Source: an optimization exercise on an open RTL-to-GDS flow (aim: small area and a short achievable clock period). Production flows keep margins and buffers that such runs may drop. Only simulation tests tie the RTL to the original design; equivalence was not proved.

==> flow/design.v (excerpt) <==
module chain_mod #(
    parameter int BIT_RES   = 32,
    parameter int FRAC_BITS = 23
) (
    input  logic               clk,
    input  logic               reset,
    input  logic [BIT_RES-1:0] numInSide,
    output logic [BIT_RES-1:0] numOutSide,
    input  logic [BIT_RES-1:0] numInTop,
    output logic [BIT_RES-1:0] numOutTop,
    output logic [BIT_RES-1:0] sum
);
    logic bo0, bt0, bn0;
    logic pp0_0;
    logic pp0_1;
    logic pp0_2;
    logic pp0_3;
    logic pp0_4;
    logic pp0_5;
    logic pp0_6;
    logic pp0_7;
    logic pp0_8;
    logic pp0_9;
    logic pp0_10;
    logic pp0_11;
    logic pp0_12;
    logic pp0_13;
    logic pp0_14;
    logic pp0_15;
    logic pp0_16;
    logic pp0_17;
    logic pp0_18;
    logic pp0_19;
    logic pp0_20;
    logic pp0_21;
    logic pp0_22;
    logic pp0_23;
    logic pp0_24;
    logic pp0_25;
    logic pp0_26;
    logic pp0_27;
    logic pp0_28;
    logic pp0_29;
    logic pp0_30;
    logic pp0_31;
    logic pp0_32;
    logic bo1, bt1, bn1;
    logic pp1_0;
    logic pp1_1;
    logic pp1_2;
    logic pp1_3;
    logic pp1_4;
    logic pp1_5;
    logic pp1_6;
    logic pp1_7;
    logic pp1_8;
    logic pp1_9;
    logic pp1_10;
    logic pp1_11;
    logic pp1_12;
    logic pp1_13;
    logic pp1_14;
    logic pp1_15;
    logic pp1_16;
    logic pp1_17;
    logic pp1_18;
    logic pp1_19;
    logic pp1_20;
    logic pp1_21;
    logic pp1_22;
    logic pp1_23;
    logic pp1_24;
    logic pp1_25;
    logic pp1_26;
    logic pp1_27;
    logic pp1_28;
    logic pp1_29;
    logic pp1_30;
    logic pp1_31;
    logic pp1_32;
    logic bo2, bt2, bn2;
    logic pp2_0;
    logic pp2_1;
    logic pp2_2;
    logic pp2_3;
    logic pp2_4;
    logic pp2_5;
    logic pp2_6;
    logic pp2_7;
    logic pp2_8;
    logic pp2_9;
    logic pp2_10;
    logic pp2_11;
    logic pp2_12;
    logic pp2_13;
    logic pp2_14;
    logic pp2_15;
    logic pp2_16;
    logic pp2_17;
  ...
Settings: LEC_CHECK=0, ABC_AREA=1, CAP_MARGIN=20, CORE_MARGIN=2, CORE_UTILIZATION=65, SLEW_MARGIN=20, SYNTH_HIERARCHICAL=1, SYNTH_MINIMUM_KEEP_SIZE=0; clock period 13.5 ns.
standard.sh (not shown) runs the stock make flow with config.mk's settings and CLKGATE_MAP_FILE= SYNTH_SCRIPT=/design/flow/synth_recipe.tcl, a recipe that flattens the netlist after the stock synthesis.
==> flow/flow/run.sh <==
#!/bin/bash
export SETUP_SLACK_MARGIN=6.5
export BUFFER_PORTS_ARGS="-buffer_cell sky130_fd_sc_hd__buf_2"
bash standard.sh > standard.log 2>&1
Then changed:
==> flow/flow/run.sh (replaced) <==
#!/bin/bash
export SETUP_SLACK_MARGIN=6.5

bash standard.sh > standard.log 2>&1
The new run passed the timing, design-rule and antenna checks.
Register-to-register slack gains 0.04 ns.
Design area rises by 2.8%.
Via count is higher by 1.3%.
Area after synthesis stays the same.
Wire length rose by 2.3%.
Core utilization went up by 2.0 points.
Setup slack is better by 0.098 ns.
Then changed:
==> flow/flow/run.sh (replaced) <==
#!/bin/bash
export SETUP_SLACK_MARGIN=7.0
bash standard.sh > standard.log 2>&1
--- a/flow/config.mk
+++ b/flow/config.mk
@@ -11 +11 @@
-export CORE_UTILIZATION = 65
+export CORE_UTILIZATION = 55
- The new run finished clean
- via count climbs by about 1.3%
- worst setup slack gains 0.28 ns
- die area goes up by 18%
Then changed:
==> flow/flow/run.sh (replaced) <==
#!/bin/bash
export SETUP_SLACK_MARGIN=6.0
export BUFFER_PORTS_ARGS="-buffer_cell sky130_fd_sc_hd__buf_2"
bash standard.sh > standard.log 2>&1
--- a/flow/config.mk
+++ b/flow/config.mk
@@ -11 +11 @@
-export CORE_UTILIZATION = 55
+export CORE_UTILIZATION = 65
First-iteration DRC count decreases by about 3.4%.
Maximum frequency decreases by 8.2%.
Final cell count decreases by about 5.5%.
Die area decreases by about 15%.
Then changed:
==> flow/flow/run.sh (replaced) <==
#!/bin/bash
export SETUP_SLACK_MARGIN=7.0

bash standard.sh > standard.log 2>&1
=> Utilization rose by 6.5 points. Global-route usage rose by 2.2 points. Die area does not change. Cell count rose by 2.7%. Sequential cell count is unchanged. Critical path depth goes up by 14. Via count is higher by 4.5%. Non-clock buffer count increases by 97.

build 89:
chain_mod, a different RTL version from the one above (not shown whole).
Size in the first run: ~3200 cells after synthesis, roughly 160 I/O pins, about 0.029 mm^2 of cells after synthesis.
Settings: LEC_CHECK=0, ABC_AREA=1, CAP_MARGIN=20, CORE_MARGIN=2, CORE_UTILIZATION=65, SLEW_MARGIN=20, SYNTH_HIERARCHICAL=1, SYNTH_MINIMUM_KEEP_SIZE=0; clock period 13.5 ns.
==> flow/flow/run.sh <==
#!/bin/bash
export SETUP_SLACK_MARGIN=6.75
export BUFFER_PORTS_ARGS="-buffer_cell sky130_fd_sc_hd__buf_2"
bash standard.sh > standard.log 2>&1
The inputs of build 57 differ from those of build 89 as listed below.
diff --git a/flow/flow/run.sh b/flow/flow/run.sh
--- a/flow/flow/run.sh
+++ b/flow/flow/run.sh
@@ -2 +2 @@
-export SETUP_SLACK_MARGIN=6.75
+export SETUP_SLACK_MARGIN=6.85
Findings:
- Looking at the reports, build 57 completed the entire flow and the layout it produced met the timing, design-rule and antenna checks.
- Build 89 has completed all stages; timing, DRC and antenna checks passed.
- Delta (build 57 minus build 89): die area closely matched the old numbers.
- The routed wire length on build 89 is in line with that on build 57.
- Summary: with build 89 as the reference, non-clock buffer count in the final layout in build 57 moved up by a little under 10%.
- [compare] base=build 89 new=build 57: length of routed met2 wiring held.
- Build 89 was smaller in final cell area than build 57.
- From build 89 to build 57 the numbers moved as follows: global-route track usage on met1 ~0 delta; data-path buffer share of cell area in the final layout has increased.
#### Input delta (build 64 over build 57)
diff --git a/flow/flow/run.sh b/flow/flow/run.sh
--- a/flow/flow/run.sh
+++ b/flow/flow/run.sh
@@ -2 +2 @@
-export SETUP_SLACK_MARGIN=6.85
+export SETUP_SLACK_MARGIN=6.5
## What came out
- Build 64 and build 57 ended up with roughly the same count of hold-fix buffers inserted at cts.
- Compared with build 57, build 64 ends up with a smaller final cell area.
> inputs changed (build 64 -> build 28)
- CORE_UTILIZATION: 65 -> 60
diff --git a/flow/flow/run.sh b/flow/flow/run.sh
--- a/flow/flow/run.sh
+++ b/flow/flow/run.sh
@@ -2 +2 @@
-export SETUP_SLACK_MARGIN=6.5
+export SETUP_SLACK_MARGIN=6.75
## What came out
Post-placement cell count grows slightly when moving from build 64 to build 28.
Final-layout clock buffer total, build 28 and build 64, lower one = build 64.
Buffer share of cell area was lower in build 64 than in build 28.

chain_mod again, from the RTL that the note above started with.
==> flow/config.mk <==
export PLATFORM = sky130hd
export DESIGN_NAME = chain_mod
export DESIGN_NICKNAME = chain_mod
export VERILOG_FILES = /design/flow/design.v
export SDC_FILE = /design/flow/constraint.sdc
export NUM_CORES = 4
export LEC_CHECK = 0
export ABC_AREA = 1
export CAP_MARGIN = 20
export CORE_MARGIN = 2
export CORE_UTILIZATION = 65
export CTS_BUF_LIST = sky130_fd_sc_hd__clkbuf_8 sky130_fd_sc_hd__clkbuf_16
export SLEW_MARGIN = 20
export SYNTH_HIERARCHICAL = 1
export SYNTH_MINIMUM_KEEP_SIZE = 0
==> flow/constraint.sdc <==
create_clock -name core_clock -period 13.5 [get_ports {clk}]
set_input_delay 2.7000 -clock core_clock [delete_from_list [all_inputs] [get_ports {clk}]]
set_output_delay 2.7000 -clock core_clock [all_outputs]
set_load 0.01 [all_outputs]
==> flow/flow/run.sh <==
#!/bin/bash
export SETUP_SLACK_MARGIN=6.75
export BUFFER_PORTS_ARGS="-buffer_cell sky130_fd_sc_hd__buf_2"
bash standard.sh > standard.log 2>&1
==> next run, changes <==
==> flow/flow/run.sh (replaced) <==
#!/bin/bash
export SETUP_SLACK_MARGIN=7.0
export BUFFER_PORTS_ARGS="-buffer_cell sky130_fd_sc_hd__buf_2"
bash standard.sh > standard.log 2>&1
- CTS_BUF_LIST: sky130_fd_sc_hd__clkbuf_8 sky130_fd_sc_hd__clkbuf_16 -> unset
- TNS_END_PERCENT: unset -> 30
Outcome: Utilization increases by 1.7 points. Cell area increases by 2.4%. Worst hold slack got worse by 110 ps. Global-route usage decreases by 0.66 points. Die area stays the same.
==> next run, changes <==
- TNS_END_PERCENT: 30 -> unset
The changed run finished clean; global-route usage is higher by 0.72 points; final cell count drops by 0.36%; clock skew grows by 3.5 ps; utilization went down by 0.20 points; die area does not change; via count is lower by 0.46%; setup slack loses 110 ps; non-clock buffer count fell by 12; sequential share of layout area barely changes.

==> static timing again, ports no longer ideal <==
No port has a modelled driver above. Below, the same layouts with a new extraction and two added sets of constraints. Step 1 assumes that a clkbuf_16 drives the clock port and a buf_2 every other input. Step 2 adds t to the input delays and takes it off the output delays; t is the mean of the earliest and latest rising clock arrival at the registers after step 1. Input paths then give back, and output paths get back, about the clock's delay inside the block. Three values: no drivers, after step 1, after step 2; two values: the first two.
| run | shift t [ns] | setup WS [ns] | cell pins on the clock port's net |
|---|---|---|---|
| the first run of note 1 | 0.562 | 6.488 / 6.521 / 5.959 | 1 |
| the second run of note 1 | 0.583 | 6.587 / 6.613 / 6.031 | 1 |
| the third run of note 1 | 0.587 | 6.864 / 6.799 / 6.429 | 1 |
| the fourth run of note 1 | 0.565 | 6.273 / 6.268 / 5.739 | 1 |
| the fifth run of note 1 | 0.562 | 6.789 / 6.727 / 6.453 | 1 |
| build 89 | 0.586 | 6.808 / 6.747 / 6.274 | 1 |
| build 57 | 0.583 | 6.814 / 6.753 / 6.271 | 1 |
| build 64 | 0.581 | 6.636 / 6.592 / 6.097 | 1 |
| build 28 | 0.580 | 6.751 / 6.688 / 6.255 | 1 |
| the first run of note 3 | 0.586 | 6.808 / 6.747 / 6.274 | 1 |
| the second run of note 3 | 0.581 | 6.884 / 6.823 / 6.436 | 1 |
| the third run of note 3 | 0.583 | 6.775 / 6.712 / 6.500 | 1 |
After both steps every run listed still meets setup and hold. The setup slack of the second run of note 1, which loses most, moves by +0.026 ns with the drivers and by -0.556 ns with both steps.
